What follows belongs to an exercise in optimizing a design on an open flow for small area, a short achievable clock period and few clock cycles per item; a production flow would make more cautious choices.

Design ex_stage_muldiv, start of the top module:
module ex_stage_muldiv
#(
  parameter int unsigned XLEN    = 32,
  parameter int unsigned MUL_LAT = 2
) (
  input  logic            clk,
  input  logic            rst_n,
  input  logic [3:0]      ALUCode_ex,
  input  logic            ALUSrcA_ex,
  input  logic [1:0]      ALUSrcB_ex,
  input  logic [XLEN-1:0] Imm_ex,
  input  logic [XLEN-1:0] PC_ex,
  input  logic [4:0]      rs1Addr_ex,
  input  logic [4:0]      rs2Addr_ex,
  input  logic [XLEN-1:0] rs1Data_ex,
  input  logic [XLEN-1:0] rs2Data_ex,
  input  logic [XLEN-1:0] ALUResult_mem,
  input  logic [4:0]      rdAddr_mem,
  input  logic            RegWrite_mem,
  input  logic [XLEN-1:0] RegWriteData_wb,
  input  logic [4:0]      rdAddr_wb,
  input  logic            RegWrite_wb,
  input  logic            MdValid_ex,
  input  logic [2:0]      MdOp_ex,
  input  logic            Flush_ex,
  output logic [XLEN-1:0] ALUResult_ex,
  output logic [XLEN-1:0] MemWriteData_ex,
  output logic [XLEN-1:0] ALU_A,
  output logic [XLEN-1:0] ALU_B,
  output logic            Stall_ex,
  output logic            MdBusy
);
  localparam logic [3:0] ALU_ADD  = 4'd0;
  localparam logic [3:0] ALU_SUB  = 4'd1;
  localparam logic [3:0] ALU_SLL  = 4'd2;
  ...
Size in the first run: roughly 38,000 sq um of cells after synthesis.
Settings: LEC_CHECK=0, ABC_AREA=1, CAP_MARGIN=20, CORE_MARGIN=2, CORE_UTILIZATION=40, SETUP_SLACK_MARGIN=4.5, SLEW_MARGIN=20; clock period 16.0 ns.
standard.sh (not shown) runs the stock make flow with config.mk's settings and CLKGATE_MAP_FILE= SYNTH_SCRIPT=/design/flow/synth_recipe.tcl, a recipe that flattens the netlist after the stock synthesis.
==> flow/flow/run.sh <==
#!/bin/bash
# The standard layout (standard.sh), except that the port buffers are plain buf_2 cells
# instead of the delay buffers buffer_ports picks by default. Every port still gets a buffer.
# make's full output goes to standard.log; ORFS's per-step logs stay under orfs/logs.
export BUFFER_PORTS_ARGS="-buffer_cell sky130_fd_sc_hd__buf_2"
bash standard.sh > standard.log 2>&1
The first run finished clean.
Edit:
Settings changed: CORE_UTILIZATION 40 to 50, SETUP_SLACK_MARGIN 4.5 to 4.
What happened: Die area drops by about a fifth. Cell count drops by a few percent.
Edit:
Settings changed: CORE_UTILIZATION 50 to 40, TNS_END_PERCENT set to 0.
Outcome:
- The new run passed the timing, DRC and antenna checks
- worst setup slack got worse by 0.015 ns
- synthesized cell count stays the same
- hold slack improved by 0.020 ns
- routed wire length is higher by 3.9%
- design area is higher by 0.54%
- utilization is lower by 11 points
- clock-buffer cell count is higher by 2
- non-clock buffer count is higher by 4
Edit:
Settings changed: PLACE_DENSITY set to 0.65, TNS_END_PERCENT 0 to unset.
Sequential share of layout area stays flat.
Routed wire length increases by 1.2%.
Register-to-register slack got worse by 0.06 ns.
Area after synthesis stays the same.
Count of clock-buffer cells in the layout increases by 2.
Clock skew stays flat.
Function was not checked in any run of this note: the RTL went through the layout flow alone.

---

maple:
ex_stage_muldiv, a different RTL version from the one above (not shown whole).
Size: ~110 flip-flops, ~360 I/O pins, roughly 37000 sq um of cells after synthesis.
Design ex_stage_muldiv, start of the top module:
module ex_stage_muldiv
#(
  parameter int unsigned XLEN    = 32,
  parameter int unsigned MUL_LAT = 2
) (
  input  logic            clk,
  input  logic            rst_n,
  input  logic [3:0]      ALUCode_ex,
  input  logic            ALUSrcA_ex,
  input  logic [1:0]      ALUSrcB_ex,
  input  logic [XLEN-1:0] Imm_ex,
  input  logic [XLEN-1:0] PC_ex,
  input  logic [4:0]      rs1Addr_ex,
  input  logic [4:0]      rs2Addr_ex,
  input  logic [XLEN-1:0] rs1Data_ex,
  input  logic [XLEN-1:0] rs2Data_ex,
  input  logic [XLEN-1:0] ALUResult_mem,
  input  logic [4:0]      rdAddr_mem,
  input  logic            RegWrite_mem,
  input  logic [XLEN-1:0] RegWriteData_wb,
  input  logic [4:0]      rdAddr_wb,
  input  logic            RegWrite_wb,
  input  logic            MdValid_ex,
  input  logic [2:0]      MdOp_ex,
  input  logic            Flush_ex,
  output logic [XLEN-1:0] ALUResult_ex,
  output logic [XLEN-1:0] MemWriteData_ex,
  output logic [XLEN-1:0] ALU_A,
  output logic [XLEN-1:0] ALU_B,
  output logic            Stall_ex,
  output logic            MdBusy
);
export LEC_CHECK = 0
export ABC_AREA = 1
export CAP_MARGIN = 20
export CORE_MARGIN = 2
export CORE_UTILIZATION = 40
export SLEW_MARGIN = 20
create_clock -name core_clock -period 16.0 [get_ports {clk}]
run.sh (not shown) runs the stock make flow with config.mk's settings and CLKGATE_MAP_FILE= SYNTH_SCRIPT=/design/flow/synth_recipe.tcl, a recipe that flattens the netlist after the stock synthesis.
Stock flow here: none of the scripts above is used.
maple finished all stages; the layout is clean.
--- input diff maple..willow ---
- SETUP_SLACK_MARGIN: unset -> 4
Notes after the runs:
Diff willow..maple | gate count of the mapped netlist | unchanged. willow against maple: critical path arrival decreased by 2390 ps relative to the old numbers; final standard cell utilization of the core grew by 3.6 points.
Here is what was changed in the inputs of pepper compared with willow.
- an added PLACE_DENSITY of 0.8
- a change of CORE_UTILIZATION from 40 to 70
- a change of SETUP_SLACK_MARGIN from 4 to 5
Findings:
- pepper: aborted in 5_1_grt (tool error)
- willow -> pepper: post-synthesis cell type count flat
- Reported for willow and pepper, number of clock sinks turned out identical to the last digit.
- Diff willow -> pepper: combined area of all synthesized cells did not really move; post-cts repair resize count increased 110%; number of buffers inserted to repair setup after CTS shows an increase of about 90%; post-synthesis simple-gate area fraction held steady.
- Vertical die dimension sits lower in pepper than in willow.
- NOTE area of placed instances willow->pepper decreased slightly
- Higher overall die width among willow and pepper: willow
- Relative to willow, the placement-stage worst setup slack of pepper is higher by 99 ps.
- Status: gate count of the mapped netlist parity (pepper, willow)
No functional check of the RTL was part of any run of this note.

-- afterwards: timing with drivers on the ports --
The flow's constraints put no driver on any port. The routed layouts listed below were extracted and timed again, unchanged, in two steps. Step 1 sets driving cells, clkbuf_16 on the clock port and buf_2 on the other inputs (assumed; they add their load-dependent delay and slew). Step 2, shift: input delay + t, output delay - t, t = (earliest + latest rising clock arrival at the registers) / 2. This alone moves slack from input paths to output paths. Three values: ideal ports, drivers, drivers and shift; two values: the first two.
| run | shift t [ns] | setup WS [ns] | worst setup path after step 2 | worst register clock-pin slew, ns |
|---|---|---|---|---|
| the first run of note 1 | 0.508 | 4.469 / 4.438 / 4.438 | input to output | 0.07 / 0.07 |
| the second run of note 1 | 0.500 | 4.005 / 3.953 / 4.092 | input to output | 0.07 / 0.07 |
| the third run of note 1 | 0.506 | 3.990 / 3.931 / 4.080 | input to output | 0.07 / 0.07 |
| the fourth run of note 1 | 0.488 | 4.018 / 3.997 / 3.997 | input to output | 0.07 / 0.07 |
| maple | 0.506 | 1.665 / 1.610 / 1.793 | input to output | 0.07 / 0.07 |
| willow | 0.514 | 4.061 / 4.037 / 4.037 | input to output | 0.07 / 0.07 |
After both steps every run listed still meets setup and hold. The setup slack of the first run of note 1, which loses most, moves by -0.031 ns with the drivers and by -0.031 ns with both steps.
